Background: an optimization exercise with open tools, aiming at small area, a short achievable clock period and few clock cycles per item. Do not read the settings as production practice.
Only the layout flow was run in this run; the RTL was not checked for function there.
Power is estimated from default activity; no workload was simulated.

**design.v**
```verilog
package act_pkg;
	localparam int unsigned IP_W  = 32;
	localparam int unsigned MAC_W = 48;
	localparam int unsigned ENT_W = IP_W + MAC_W;
	localparam logic FUNC_LOOKUP = 1'b0;
	localparam logic FUNC_ADD    = 1'b1;
	typedef enum logic [2:0] {
		ST_IDLE = 3'b001,
		ST_SCAN = 3'b010,
		ST_DONE = 3'b100
	} act_state_t;
endpackage
module act_ram #(
	parameter int unsigned WIDTH = 80,
	parameter int unsigned DEPTH = 8
) (
	input  logic                     clk,
	input  logic                     we,
	input  logic [$clog2(DEPTH)-1:0] waddr,
	input  logic [WIDTH-1:0]         wdata,
	input  logic                     re,
	input  logic [$clog2(DEPTH)-1:0] raddr,
	output logic [WIDTH-1:0]         rdata
);
	logic [WIDTH-1:0] mem_q [DEPTH];
	logic [WIDTH-1:0] rdata_q;
	always_ff @(posedge clk) begin
		if (we) begin
			mem_q[waddr] <= wdata;
		end
		if (re) begin
			rdata_q <= mem_q[raddr];
		end
	end
	assign rdata = rdata_q;
endmodule
module arp_cache_table_unit #(
	parameter int unsigned ENTRIES = 8
) (
	input  logic             clk,
	input  logic             arst_n,
	input  logic             in_valid,
	output logic             in_stall,
	input  logic             func,
	input  logic [act_pkg::IP_W-1:0]  ip_address,
	input  logic [act_pkg::MAC_W-1:0] mac_address,
	output logic             out_valid,
	input  logic             out_stall,
	output logic             hit,
	output logic [act_pkg::MAC_W-1:0] mac_out
);
	localparam int unsigned IDX_W = $clog2(ENTRIES);
	act_pkg::act_state_t state_q;
	logic               func_q;
	logic [act_pkg::IP_W-1:0]    ip_q;
	logic [act_pkg::MAC_W-1:0]   mac_q;
	logic [IDX_W:0]     scan_q;
	logic [IDX_W-1:0]   ptr_q;
	logic [ENTRIES-1:0] valid_q;
	logic               cmp_vld_s1;
	logic [IDX_W-1:0]   cmp_idx_s1;
	logic               ent_vld_s1;
	logic               res_hit_q;
	logic [act_pkg::MAC_W-1:0]   res_mac_q;
	logic               out_vld_q;
	logic               out_hit_q;
	logic [act_pkg::MAC_W-1:0]   out_mac_q;
	logic               in_acc;
	logic               rd_en;
	logic [act_pkg::ENT_W-1:0]   rd_data;
	logic [act_pkg::IP_W-1:0]    ent_ip;
	logic [act_pkg::MAC_W-1:0]   ent_mac;
	logic               match;
	logic               last;
	logic               resolve;
	logic               mem_we;
	logic [IDX_W-1:0]   wr_addr;
	logic [IDX_W-1:0]   ptr_nxt;
	logic               out_free;
	assign in_acc   = in_valid && !in_stall;
	assign in_stall = (state_q != act_pkg::ST_IDLE);
	assign rd_en    = (state_q == act_pkg::ST_SCAN) && (scan_q < (IDX_W+1)'(ENTRIES));
	act_ram #(
		.WIDTH (act_pkg::ENT_W),
		.DEPTH (ENTRIES)
	) u_ram (
		.clk   (clk),
		.we    (mem_we),
		.waddr (wr_addr),
		.wdata ({ip_q, mac_q}),
		.re    (rd_en),
		.raddr (scan_q[IDX_W-1:0]),
		.rdata (rd_data)
	);
	assign ent_ip  = ent_vld_s1 ? rd_data[act_pkg::ENT_W-1 -: act_pkg::IP_W] : '0;
	assign ent_mac = ent_vld_s1 ? rd_data[act_pkg::MAC_W-1:0] : '0;
	assign match   = (ent_ip == ip_q);
	assign last    = (cmp_idx_s1 == IDX_W'(ENTRIES - 1));
	assign resolve = (state_q == act_pkg::ST_SCAN) && cmp_vld_s1 && (match || last);
	assign ptr_nxt = (ptr_q == IDX_W'(ENTRIES - 1)) ? '0 : ptr_q + 1'b1;
	assign mem_we  = resolve && (func_q == act_pkg::FUNC_ADD);
	assign wr_addr = match ? cmp_idx_s1 : ptr_nxt;
	assign out_free = !out_vld_q || !out_stall;
	always_ff @(posedge clk or negedge arst_n) begin
		if (!arst_n) begin
			state_q    <= act_pkg::ST_IDLE;
			ptr_q      <= '0;
			valid_q    <= '0;
			cmp_vld_s1 <= 1'b0;
			out_vld_q  <= 1'b0;
		end else begin
			cmp_vld_s1 <= rd_en;
			if (mem_we) begin
				valid_q[wr_addr] <= 1'b1;
				if (!match) begin
					ptr_q <= ptr_nxt;
				end
			end
			if (out_vld_q && !out_stall) begin
				out_vld_q <= 1'b0;
			end
			case (state_q)
				act_pkg::ST_IDLE: begin
					if (in_acc) begin
						state_q <= act_pkg::ST_SCAN;
					end
				end
				act_pkg::ST_SCAN: begin
					if (resolve) begin
						state_q <= act_pkg::ST_DONE;
					end
				end
				act_pkg::ST_DONE: begin
					if (out_free) begin
						out_vld_q <= 1'b1;
						state_q   <= act_pkg::ST_IDLE;
					end
				end
				default: begin
					state_q <= act_pkg::ST_IDLE;
				end
			endcase
		end
	end
	always_ff @(posedge clk) begin
		if (in_acc) begin
			func_q <= func;
			ip_q   <= ip_address;
			mac_q  <= mac_address;
			scan_q <= '0;
		end else if (rd_en) begin
			scan_q <= scan_q + 1'b1;
		end
		if (rd_en) begin
			cmp_idx_s1 <= scan_q[IDX_W-1:0];
			ent_vld_s1 <= valid_q[scan_q[IDX_W-1:0]];
		end
		if (resolve) begin
			res_hit_q <= match;
			res_mac_q <= (func_q == act_pkg::FUNC_LOOKUP && match) ? ent_mac : '0;
		end
		if (state_q == act_pkg::ST_DONE && out_free) begin
			out_hit_q <= res_hit_q;
			out_mac_q <= res_mac_q;
		end
	end
	assign out_valid = out_vld_q;
	assign hit       = out_hit_q;
	assign mac_out   = out_mac_q;
endmodule
```
**run.sh**
```bash
#!/bin/bash
# synth_recipe.tcl (not shown) runs the flow's synth.tcl, then flattens the netlist and writes it again
# the make line also repeats each setting of config.mk as NAME=value (left out here)
make -C /OpenROAD-flow-scripts/flow DESIGN_CONFIG=/design/flow/config.mk WORK_HOME=/design/flow/orfs CLKGATE_MAP_FILE= SYNTH_SCRIPT=/design/flow/synth_recipe.tcl finish
```
**config.mk**
```make
export PLATFORM = sky130hd
export DESIGN_NAME = arp_cache_table_unit
export DESIGN_NICKNAME = arp_cache_table_unit
export VERILOG_FILES = /design/flow/design.v
export SDC_FILE = /design/flow/constraint.sdc
export NUM_CORES = 4
export LEC_CHECK = 0
export CAP_MARGIN = 20
export CORE_MARGIN = 2
export CORE_UTILIZATION = 40
export SLEW_MARGIN = 20
```
**constraint.sdc**
```tcl
create_clock -name core_clock -period 4.5 [get_ports {clk}]
set_input_delay 0.9000 -clock core_clock [delete_from_list [all_inputs] [get_ports {clk}]]
set_output_delay 0.9000 -clock core_clock [all_outputs]
set_load 0.01 [all_outputs]
```
==> summary.txt <==
-- cell usage after synthesis, drive strengths merged (2+ instances only) --
master,instances,area share (%)
xor2,18,0.46
clkbuf,34,0.37
buf,23,0.29
mux2,86,2.8
or3,3,0.055
o21ai,19,0.28
nor2,33,0.36
edfxtp,903,80
a31o,5,0.13
nand4b,16,0.41
nand2,5,0.055
nand3,22,0.32
and2,51,0.94
dfxtp,4,0.24
xnor2,2,0.051
mux2i,3,0.14
o21bai,3,0.066
inv,7,0.077
nor3,5,0.074
o22ai,17,0.31
mux4,162,11
ha,6,0.22
dfrtp,15,1.1
nor2b,4,0.074
a21oi,20,0.29
nor4,4,0.074
-- logic make-up (layout without fill, tap and decap cells) --
logic type | count (synthesis) | after routing | synth area share, %
muxes | 251 | 251 | 13.7
xor gates and xnor gates | 20 | 20 | 0.515
buffers and inverters | 64 | 350 | 0.739
DFF | 923 | 923 | 81.1
and+or+nand+nor | 147 | 147 | 2.49
adders and majority gates | 6 | 6 | 0.221
AOI/OAI and AO/OA | 71 | 71 | 1.25
-- cell usage in the layout, fill, tap and decap left out, types with 19 or more instances in the layout --
master / n
clkdlybuf4s50_1: 135
clkbuf_16: 94
edfxtp_1: 903
buf_4: 22
mux4_2: 162
mux2_2: 86
and2_1: 48
a21oi_1: 19
nor2_1: 27
nand3_1: 22
clkinv_1: 22
-- final timing paths --
path | slack [ps] | endpoint | start
max | 540 | u_ram.mem_q[7][27] | ent_vld_s1
min | 420 | out_mac_q[2] | res_mac_q[2]
max reg2reg | 540 | u_ram.mem_q[7][27] | ent_vld_s1
min reg2reg | 420 | out_mac_q[2] | res_mac_q[2]
max in group asynchronous | 3300 | out_vld_q | arst_n
min in group asynchronous | 710 | valid_q[5] | arst_n
-- per-stage QoR --
stage               std cells  TNS (ps)  hold slack, ps
finish                   2902         0             418
global placement         2731         0             406
detailed placement       2731         0             405
CTS                      2902         0             421
floorplan                1482   -177380             400
global route             2902         0             427
-- where the power goes --
group          internal [mW]  switching [mW]
Combinational           1.30            1.26
Clock                   4.63            3.15
Sequential              10.3           0.541
-- registers in the layout (all words and copies together), names as in the netlist, 3 cells and up --
| name | cells |
|---|---|
| cmp_idx_s1 | 3 |
| ip_q | 32 |
| mac_q | 48 |
| out_mac_q | 48 |
| ptr_q | 3 |
| res_mac_q | 48 |
| scan_q | 4 |
| state_q | 3 |
| u_ram.mem_q | 640 |
| u_ram.rdata_q | 80 |
| valid_q | 8 |
-- worst max-delay path: cells and delay by family, from the launching register on --
kind                   cells  cell delay (ps)
buffers and inverters      2              890
AO/OA/AOI/OAI              3              550
flip-flops                 1              320
AND/OR/NAND/NOR            5             1720
-- cell type report --
| type | instances | area, sq um |
|---|---|---|
| Clock inverter | 62 | 674 |
| Fill cell | 6708 | 43700 |
| Tap cell | 1134 | 1420 |
| Inverter | 7 | 26.3 |
| Sequential cell | 923 | 27600 |
| Multi-Input combinational cell | 495 | 6280 |
| Timing Repair Buffer | 172 | 1820 |
| Clock buffer | 109 | 2410 |
-- layer usage --
metal	vias to the layer above	part of all wire [%]	wire (um)
met5	-	0	0
met4	0	2.3	1600
met3	101	4.5	3130
met2	418	48	33800
met1	8144	45	31300
li1	6590	-	-
==> key figures <==
Run status
  • Status: no timing/DRC/antenna violations

Placement
  • Detailed placement HPWL: 37,900 um
  • Routability congestion estimate: 0.754
  • Pre-CTS WS: 577 ps
  • Dpl cell area: 0.0372 sq mm
  • Port Buffers: 135

Global route
  • GRT Total Usage: 16.3%
  • M3 GR Usage: 2.36%
  • Largest net degree at the start of global routing: 91
  • M1 GR Usage: 23.4%
  • Initial antenna violation count: 3
  • Met2 usage: 26.0%
  • Vias in the first global route: 16,000
  • Grt total ovfl: 0
  • Global-route layer with the greatest usage: met2
  • First-pass GRT wire length: 105,000 um

Floorplan
  • FP Rows: 106
  • Core Area: 0.0840 sq mm
  • Die area: 0.0874 sq mm
  • Initial Util: 40.5%
  • Die Width: 296 um
  • I/O pin cnt: 136
  • Die H: 296 um

Routing
  • DRC viols: 0
  • DRT Pass-1 Iters: 5
  • Starting DRT DRC Count: 1,352
  • Final wirelength: 69,900 um
  • Routed via count: 15,300
  • Post-DR vias/cell: 5.26
  • Avg WL per Cell: 24.1 um
  • Post-detailed-route count of antenna-violating nets: 0

Yosys
  • Synthesized area per cell: 23.0 sq um
  • Syn nets: 1,573
  • Yosys reg bits: 923
  • Mapped cell area: 0.0340 sq mm
  • Synth Flop Type: edfxtp_1
  • Unique masters post-synth: 45
  • Post-synthesis sequential area ratio: 81.1%
  • Post-synthesis async set-or-reset flop share: 1.73%
  • Number of synthesized flops with an enable pin: 903
  • Yosys warns: 2
  • Mapped Cells: 1,482

Clock network
  • CTS tree: yes
  • CTS Sinks: 923
  • Worst-path clk slew: 60 ps
  • Cell chosen for the clock root: clkbuf_16
  • CTS max path bufs: 3
  • Hold-fix buffers, CTS: 0
  • Postcts setup bufs: 0
  • H-Tree Depth: 3
  • Clk Latency, worst-skew pair: 640 ps
  • Number of gates resized after cts: 0
  • Num CTS Buffers: 93

Worst setup path
  • Worst-path cell chain: buf_4 > nand4b_1 > o22ai_1 > a21oi_1 > nor4_1 > nand4_2 > nor2_1 > o21bai_1 > nor3_4 > buf_12
  • Worst R2R Path Depth: 10
  • Crit path capture type: flop
  • Crit start category: flop
  • WS Path Type: reg2reg
  • CP arrival: 4230 ps
  • Crit path max-delay cell type: nand4_2
  • Max FO, Critical Path: 80
  • WP data required: 4770 ps
  • CP max stage delay: 560 ps

STA
  • Fin. Hold Viols: 0
  • Rel. slew slack: 33.4%
  • Worst Clk Skew: 23.3 ps
  • Smallest setup slack after layout: 538 ps
  • Slew Viols, Final: 0
  • Final setup fails: 0
  • Tmin final: 3960 ps
  • Part of the cycle the worst path needs: 88.1%
  • Highest Clock Rate: 0.252 GHz
  • Tightest Pin Transition: 997 ps
  • RSZ-0062 raised after global routing: no

Power and ir drop
  • Pwr Total: 21.1 mW
  • Leak: 12.7 nW
  • Pwr per Cell Area: 525 mW/mm^2
  • Worst VDD drop: 447 uV

Job
  • Maxcap violations: 0

Final layout
  • Layout area overhead: 18.2%
  • Net count, final: 1,783
  • Fin util: 47.9%
  • Final Cell Area: 0.0402 sq mm
  • Layout cells sized above 1: 24.9%
  • Antenna diode count: 0

Min path
  • Min-Delay Path Depth: 0
  • HP Class: reg2reg

==> what the ideal ports hide <==
How much do the figures lean on ideal ports? The routed layout below was timed once more, with nothing changed but the port constraints.
Step 1: set_driving_cell puts a clkbuf_16 on clk and a buf_2 on each other input, an assumption about the parent block.
Step 2 moves the port delays by t, midway between the first and last clock arrival at a register: inputs arrive t later, outputs are due t later. That takes back most of the time a late clock gives input paths.
a / b / c = no drivers / after step 1 / after step 2; a / b = the first two.
t (ns): 0.695
slack for setup (ns): 0.538 / 0.538 / 0.538
clock arrival spread, ns: 0.023 / 0.024
After both steps this run still meets setup and hold. The setup slack of this run moves by 0.000 ns with the drivers and by 0.000 ns with both steps.
